This design comes from an exercise in tuning for a short achievable clock period on the open sky130 flow, not from production work. In this exercise RTL edits were held to simulation tests only and were not proved equivalent to the original. Power and IR drop assume default switching activity.

// br_predictor_btb
module br_predictor_btb
#(
   parameter  int ENTRIES = 16,
   parameter  int HIST_W  = 4,
   localparam int IDX_W   = $clog2(ENTRIES)
) (
   input  logic              CLK,
   input  logic              nRST,
   input  logic [31:0]       lookup_pc,
   output logic              hit,
   output logic              predict,
   output logic [31:0]       pred_target,
   output logic [HIST_W-1:0] pred_hist,
   input  logic              pc_en,
   input  logic              upd_valid,
   input  logic [31:0]       upd_pc,
   input  logic              upd_taken,
   input  logic [31:0]       upd_target,
   input  logic              upd_pred,
   input  logic [HIST_W-1:0] upd_hist,
   output logic [31:0]       br_count,
   output logic [31:0]       mispred_count
);
Size: roughly 3300 cells after synthesis, ~210 I/O pins, roughly 49000 µm² of cells after synthesis.
==> flow/config.mk <==
export PLATFORM = sky130hd
export DESIGN_NAME = br_predictor_btb
export DESIGN_NICKNAME = br_predictor_btb
export VERILOG_FILES = /design/flow/design.v
export SDC_FILE = /design/flow/constraint.sdc
export NUM_CORES = 4
export LEC_CHECK = 0
export CAP_MARGIN = 20
export CORE_MARGIN = 2
export CORE_UTILIZATION = 40
export GPL_ROUTABILITY_DRIVEN = 0
export SETUP_SLACK_MARGIN = 3.5
export SLEW_MARGIN = 20
export SYNTH_HIERARCHICAL = 1
export TNS_END_PERCENT = 10
==> flow/constraint.sdc <==
create_clock -name core_clock -period 7.0 [get_ports {CLK}]
set_input_delay 1.4000 -clock core_clock [delete_from_list [all_inputs] [get_ports {CLK}]]
set_output_delay 1.4000 -clock core_clock [all_outputs]
set_load 0.01 [all_outputs]
standard.sh (not shown) runs the stock make flow with config.mk's settings and CLKGATE_MAP_FILE= SYNTH_SCRIPT=/design/flow/synth_recipe.tcl, a recipe that flattens the netlist after the stock synthesis.
==> flow/flow/run.sh <==
#!/bin/bash
# The standard layout, with the lookup's pins grouped on one stretch of the
# top edge (flow/io.tcl, read by ORFS's floorplan step through IO_CONSTRAINTS)
# and timing-driven global placement weighting its critical nets harder.
set -euo pipefail
cd "$(dirname "$0")/.."
bash standard.sh "IO_CONSTRAINTS=$PWD/flow/io.tcl" \
  "GLOBAL_PLACEMENT_ARGS=-timing_driven_net_weight_max 8 -timing_driven_nets_percentage 15" \
  finish > standard.log 2>&1
Other scripts of this flow, unchanged in this note and not shown: flow/flow/io.tcl
The first run finished with timing, DRC and antenna clean.
Rerun with:
- GPL_ROUTABILITY_DRIVEN: 0 -> unset
- SETUP_SLACK_MARGIN: 3.5 -> 5.0
- TNS_END_PERCENT: 10 -> 0
Effect: The new run finished with timing, DRC and antenna clean; via count shrinks by 1.0%; sequential power stays flat; core utilization falls by 0.71 points; critical path depth rose by 2; total power fell by 0.72%; clock power shrinks by about 0.7%; sequential share of layout area goes up by 0.76 points; non-clock buffer count decreases by 27; combinational power fell by about 5%; synthesized cell count does not change; routed wire length shrinks by 2.9%.

* * *

The RTL this note starts from:
==> flow/design.v <==
package bp_pkg;
   typedef enum logic [1:0] {
      STRONG_NT = 2'b00,
      WEAK_NT   = 2'b01,
      WEAK_T    = 2'b10,
      STRONG_T  = 2'b11
   } counter_t;
   localparam logic [31:0] STAT_MAX = 32'hFFFF_FFFF;
   function automatic counter_t sat_next(counter_t c, logic taken);
      counter_t n;
      n = c;
      case (c)
         bp_pkg::STRONG_NT: n = taken ? bp_pkg::WEAK_NT  : bp_pkg::STRONG_NT;
         bp_pkg::WEAK_NT:   n = taken ? bp_pkg::WEAK_T   : bp_pkg::STRONG_NT;
         bp_pkg::WEAK_T:    n = taken ? bp_pkg::STRONG_T : bp_pkg::WEAK_NT;
         bp_pkg::STRONG_T:  n = taken ? bp_pkg::STRONG_T : bp_pkg::WEAK_T;
         default:   n = bp_pkg::STRONG_NT;
      endcase
      sat_next = n;
   endfunction
endpackage
module bp_counter_table
#(
   parameter  int ENTRIES = 16
) (
   input  logic               CLK,
   output logic [2*ENTRIES-1:0] ctr,
   input  logic [ENTRIES-1:0] wr_en,
   input  logic               wr_taken,
   input  logic [ENTRIES-1:0] wr_alloc
);
   bp_pkg::counter_t c [ENTRIES];
   always_ff @(posedge CLK) begin
      for (int i = 0; i < ENTRIES; i++) begin
         if (wr_en[i]) begin
            if (wr_alloc[i]) c[i] <= wr_taken ? bp_pkg::WEAK_T : bp_pkg::WEAK_NT;
            else             c[i] <= bp_pkg::sat_next(c[i], wr_taken);
         end
      end
   end
   always_comb begin
      for (int i = 0; i < ENTRIES; i++) ctr[2*i +: 2] = c[i];
   end
endmodule
module br_predictor_btb
#(
   parameter  int ENTRIES = 16,
   parameter  int HIST_W  = 4,
   localparam int IDX_W   = $clog2(ENTRIES)
) (
   input  logic              CLK,
   input  logic              nRST,
   input  logic [31:0]       lookup_pc,
   output logic              hit,
   output logic              predict,
   output logic [31:0]       pred_target,
   output logic [HIST_W-1:0] pred_hist,
   input  logic              pc_en,
   input  logic              upd_valid,
   input  logic [31:0]       upd_pc,
   input  logic              upd_taken,
   input  logic [31:0]       upd_target,
   input  logic              upd_pred,
   input  logic [HIST_W-1:0] upd_hist,
   output logic [31:0]       br_count,
   output logic [31:0]       mispred_count
);
   localparam int TAG_W = 32 - IDX_W - 2;
   logic [ENTRIES-1:0] valid;
   logic [TAG_W-1:0]   tags    [ENTRIES];
   logic [31:0]        targets [ENTRIES];
   logic [2*ENTRIES-1:0] ctr;
   logic [IDX_W-1:0]   l_idx, u_idx;
   logic [TAG_W-1:0]   l_tag, u_tag;
   logic               upd;
   assign l_idx = lookup_pc[IDX_W+1:2];
   assign l_tag = lookup_pc[31:IDX_W+2];
   assign u_idx = upd_pc[IDX_W+1:2];
   assign u_tag = upd_pc[31:IDX_W+2];
   assign upd = upd_valid & pc_en;
   logic [ENTRIES-1:0] l_sel;
   logic [ENTRIES-1:0] l_taken;
   logic [31:0]        l_tgt;
   always_comb begin
      for (int i = 0; i < ENTRIES; i++)
         l_sel[i] = (l_idx == IDX_W'(i)) && valid[i] && (tags[i] == l_tag);
   end
   always_comb begin
      l_tgt = '0;
      for (int i = 0; i < ENTRIES; i++) begin
         l_taken[i] = l_sel[i] & ctr[2*i+1];
         l_tgt      = l_tgt | ({32{l_sel[i]}} & targets[i]);
      end
   end
   assign hit         = |l_sel;
   assign predict     = |l_taken;
   assign pred_target = l_tgt;
   assign pred_hist   = '0;
   logic [ENTRIES-1:0] u_sel, u_hit, u_alloc, u_tgt_we;
   always_comb begin
      for (int i = 0; i < ENTRIES; i++) begin
         u_sel[i]    = upd && (u_idx == IDX_W'(i));
         u_hit[i]    = valid[i] && (tags[i] == u_tag);
         u_alloc[i]  = u_sel[i] & ~u_hit[i];
         u_tgt_we[i] = u_sel[i] & (~u_hit[i] | upd_taken);
      end
   end
   bp_counter_table #(.ENTRIES(ENTRIES)) u_ctr (
      .CLK      (CLK),
      .ctr      (ctr),
      .wr_en    (u_sel),
      .wr_taken (upd_taken),
      .wr_alloc (~u_hit)
   );
   always_ff @(posedge CLK or negedge nRST) begin
      if (!nRST)           valid <= '0;
      else                 valid <= valid | u_alloc;
   end
   always_ff @(posedge CLK) begin
      for (int i = 0; i < ENTRIES; i++) begin
         if (u_alloc[i])  tags[i]    <= u_tag;
         if (u_tgt_we[i]) targets[i] <= upd_target;
      end
   end
   logic unused_bits;
   assign unused_bits = ^{lookup_pc[1:0], upd_pc[1:0], upd_hist};
   always_ff @(posedge CLK or negedge nRST) begin
      if (!nRST) begin
         br_count      <= '0;
         mispred_count <= '0;
      end else if (upd) begin
         if (br_count != bp_pkg::STAT_MAX) br_count <= br_count + 32'd1;
         if ((upd_pred != upd_taken) && (mispred_count != bp_pkg::STAT_MAX))
            mispred_count <= mispred_count + 32'd1;
      end
   end
endmodule
==> flow/config.mk <==
export PLATFORM = sky130hd
export DESIGN_NAME = br_predictor_btb
export DESIGN_NICKNAME = br_predictor_btb
export VERILOG_FILES = /design/flow/design.v
export SDC_FILE = /design/flow/constraint.sdc
export NUM_CORES = 4
export LEC_CHECK = 0
export CAP_MARGIN = 20
export CORE_MARGIN = 2
export CORE_UTILIZATION = 40
export SETUP_SLACK_MARGIN = 2.0
export SLEW_MARGIN = 20
==> flow/constraint.sdc <==
create_clock -name core_clock -period 7.0 [get_ports {CLK}]
set_input_delay 1.4000 -clock core_clock [delete_from_list [all_inputs] [get_ports {CLK}]]
set_output_delay 1.4000 -clock core_clock [all_outputs]
set_load 0.01 [all_outputs]
==> flow/flow/run.sh <==
#!/bin/bash
set -euo pipefail
cd "$(dirname "$0")/.."
DU="$(cat flow/platform_dont_use.txt flow/dont_use.txt | tr '\n' ' ')"
bash standard.sh "DONT_USE_CELLS=$DU" finish > standard.log 2>&1
==> flow/flow/dont_use.txt <==
sky130_fd_sc_hd__or3_1
sky130_fd_sc_hd__or3_2
sky130_fd_sc_hd__or3_4
sky130_fd_sc_hd__or4_1
sky130_fd_sc_hd__or4_2
sky130_fd_sc_hd__or4_4
sky130_fd_sc_hd__or3b_1
sky130_fd_sc_hd__or3b_2
sky130_fd_sc_hd__or3b_4
sky130_fd_sc_hd__or4b_1
sky130_fd_sc_hd__or4b_2
sky130_fd_sc_hd__or4b_4
sky130_fd_sc_hd__or4bb_1
sky130_fd_sc_hd__or4bb_2
sky130_fd_sc_hd__or4bb_4
==> flow/flow/platform_dont_use.txt <==
sky130_fd_sc_hd__probe_p_8
sky130_fd_sc_hd__probec_p_8
sky130_fd_sc_hd__lpflow_bleeder_1
sky130_fd_sc_hd__lpflow_clkbufkapwr_1
sky130_fd_sc_hd__lpflow_clkbufkapwr_16
sky130_fd_sc_hd__lpflow_clkbufkapwr_2
sky130_fd_sc_hd__lpflow_clkbufkapwr_4
sky130_fd_sc_hd__lpflow_clkbufkapwr_8
sky130_fd_sc_hd__lpflow_clkinvkapwr_1
sky130_fd_sc_hd__lpflow_clkinvkapwr_16
sky130_fd_sc_hd__lpflow_clkinvkapwr_2
sky130_fd_sc_hd__lpflow_clkinvkapwr_4
sky130_fd_sc_hd__lpflow_clkinvkapwr_8
sky130_fd_sc_hd__lpflow_decapkapwr_12
sky130_fd_sc_hd__lpflow_decapkapwr_3
sky130_fd_sc_hd__lpflow_decapkapwr_4
sky130_fd_sc_hd__lpflow_decapkapwr_6
sky130_fd_sc_hd__lpflow_decapkapwr_8
sky130_fd_sc_hd__lpflow_inputiso0n_1
sky130_fd_sc_hd__lpflow_inputiso0p_1
sky130_fd_sc_hd__lpflow_inputiso1n_1
sky130_fd_sc_hd__lpflow_inputiso1p_1
sky130_fd_sc_hd__lpflow_inputisolatch_1
sky130_fd_sc_hd__lpflow_isobufsrc_1
sky130_fd_sc_hd__lpflow_isobufsrc_16
sky130_fd_sc_hd__lpflow_isobufsrc_2
sky130_fd_sc_hd__lpflow_isobufsrc_4
sky130_fd_sc_hd__lpflow_isobufsrc_8
sky130_fd_sc_hd__lpflow_isobufsrckapwr_16
sky130_fd_sc_hd__lpflow_lsbuf_lh_hl_isowell_tap_1
sky130_fd_sc_hd__lpflow_lsbuf_lh_hl_isowell_tap_2
sky130_fd_sc_hd__lpflow_lsbuf_lh_hl_isowell_tap_4
sky130_fd_sc_hd__lpflow_lsbuf_lh_isowell_4
sky130_fd_sc_hd__lpflow_lsbuf_lh_isowell_tap_1
sky130_fd_sc_hd__lpflow_lsbuf_lh_isowell_tap_2
sky130_fd_sc_hd__lpflow_lsbuf_lh_isowell_tap_4
sky130_fd_sc_hd__fill_1
sky130_fd_sc_hd__fill_2
sky130_fd_sc_hd__fill_4
sky130_fd_sc_hd__fill_8
The first run produced a clean layout.
Edit:
==> flow/run.sh (new file) <==
#!/bin/bash
# synth_recipe.tcl (not shown) runs the flow's synth.tcl, then flattens the netlist and writes it again
# the make line also repeats each setting of config.mk as NAME=value (left out here)
make -C /OpenROAD-flow-scripts/flow DESIGN_CONFIG=/design/flow/config.mk WORK_HOME=/design/flow/orfs CLKGATE_MAP_FILE= SYNTH_SCRIPT=/design/flow/synth_recipe.tcl finish
CORE_UTILIZATION = 55   (was 40)
removed: flow/flow/run.sh
removed: flow/flow/dont_use.txt
removed: flow/flow/platform_dont_use.txt
removed: flow/standard.sh
The new run ran to the end with no violations.
Worst setup slack gets better by 250 ps.
Die area is lower by a quarter to a third.
Wire length is lower slightly.
Count of clock-buffer cells in the layout is lower by 16.
Fmax is higher by a few percent.
Critical path depth is lower by 4.
Cell area is lower by roughly a tenth.
Register-to-register slack gets better by 20 ps.
Clock skew is lower by 18 ps.
First-iteration DRC count is higher by well over a third.
Edit:
CORE_UTILIZATION = 65   (was 55)
SETUP_SLACK_MARGIN = 5.0   (was 2.0)
Outcome:
- With this change the flow aborted during global routing (5_1_grt) with GRT-0232
- area after synthesis does not change
- synthesized cell count stays the same
Edit:
CORE_UTILIZATION = 40   (was 65)
SETUP_SLACK_MARGIN = 3.5   (was 5.0)
TNS_END_PERCENT = 10   (was unset)
=> The changed run completed without violations; synthesized area is unchanged; synthesized cell count stays the same.

[afterwards: timing with drivers on the ports]
In the flow no input, the clock included, has a driving cell. The finished layouts below were timed again as built, in two steps.
Step 1, drivers: a clkbuf_16 drives CLK and a buf_2 each remaining input, both assumed.
Step 2 moves the port delays by t, midway between the first and last clock arrival at a register: inputs arrive t later, outputs are due t later. That takes back most of the time a late clock gives input paths.
Three values: ideal, step 1, step 2; two values: the first two.
run	shift t [ns]	setup slack, ns	worst hold slack (ns)	latest minus earliest clock arrival (ns)
the first run of note 1	0.782	2.237 / 2.152 / 2.007	0.485 / 0.485 / 0.485	0.058 / 0.058
the second run of note 1	0.785	2.034 / 1.963 / 1.577	0.496 / 0.496 / 0.496	0.058 / 0.059
the first run of note 2	0.779	1.699 / 1.659 / 1.659	0.489 / 0.489 / 0.489	0.061 / 0.060
the second run of note 2	0.756	1.952 / 1.911 / 1.911	0.498 / 0.498 / 0.498	0.035 / 0.035
the fourth run of note 2	0.775	1.963 / 1.927 / 1.927	0.491 / 0.491 / 0.491	0.096 / 0.096
After both steps every run listed still meets setup and hold. For the second run of note 1, which loses most, drivers alone change the setup slack by -0.071 ns; drivers and shift together by -0.457 ns.
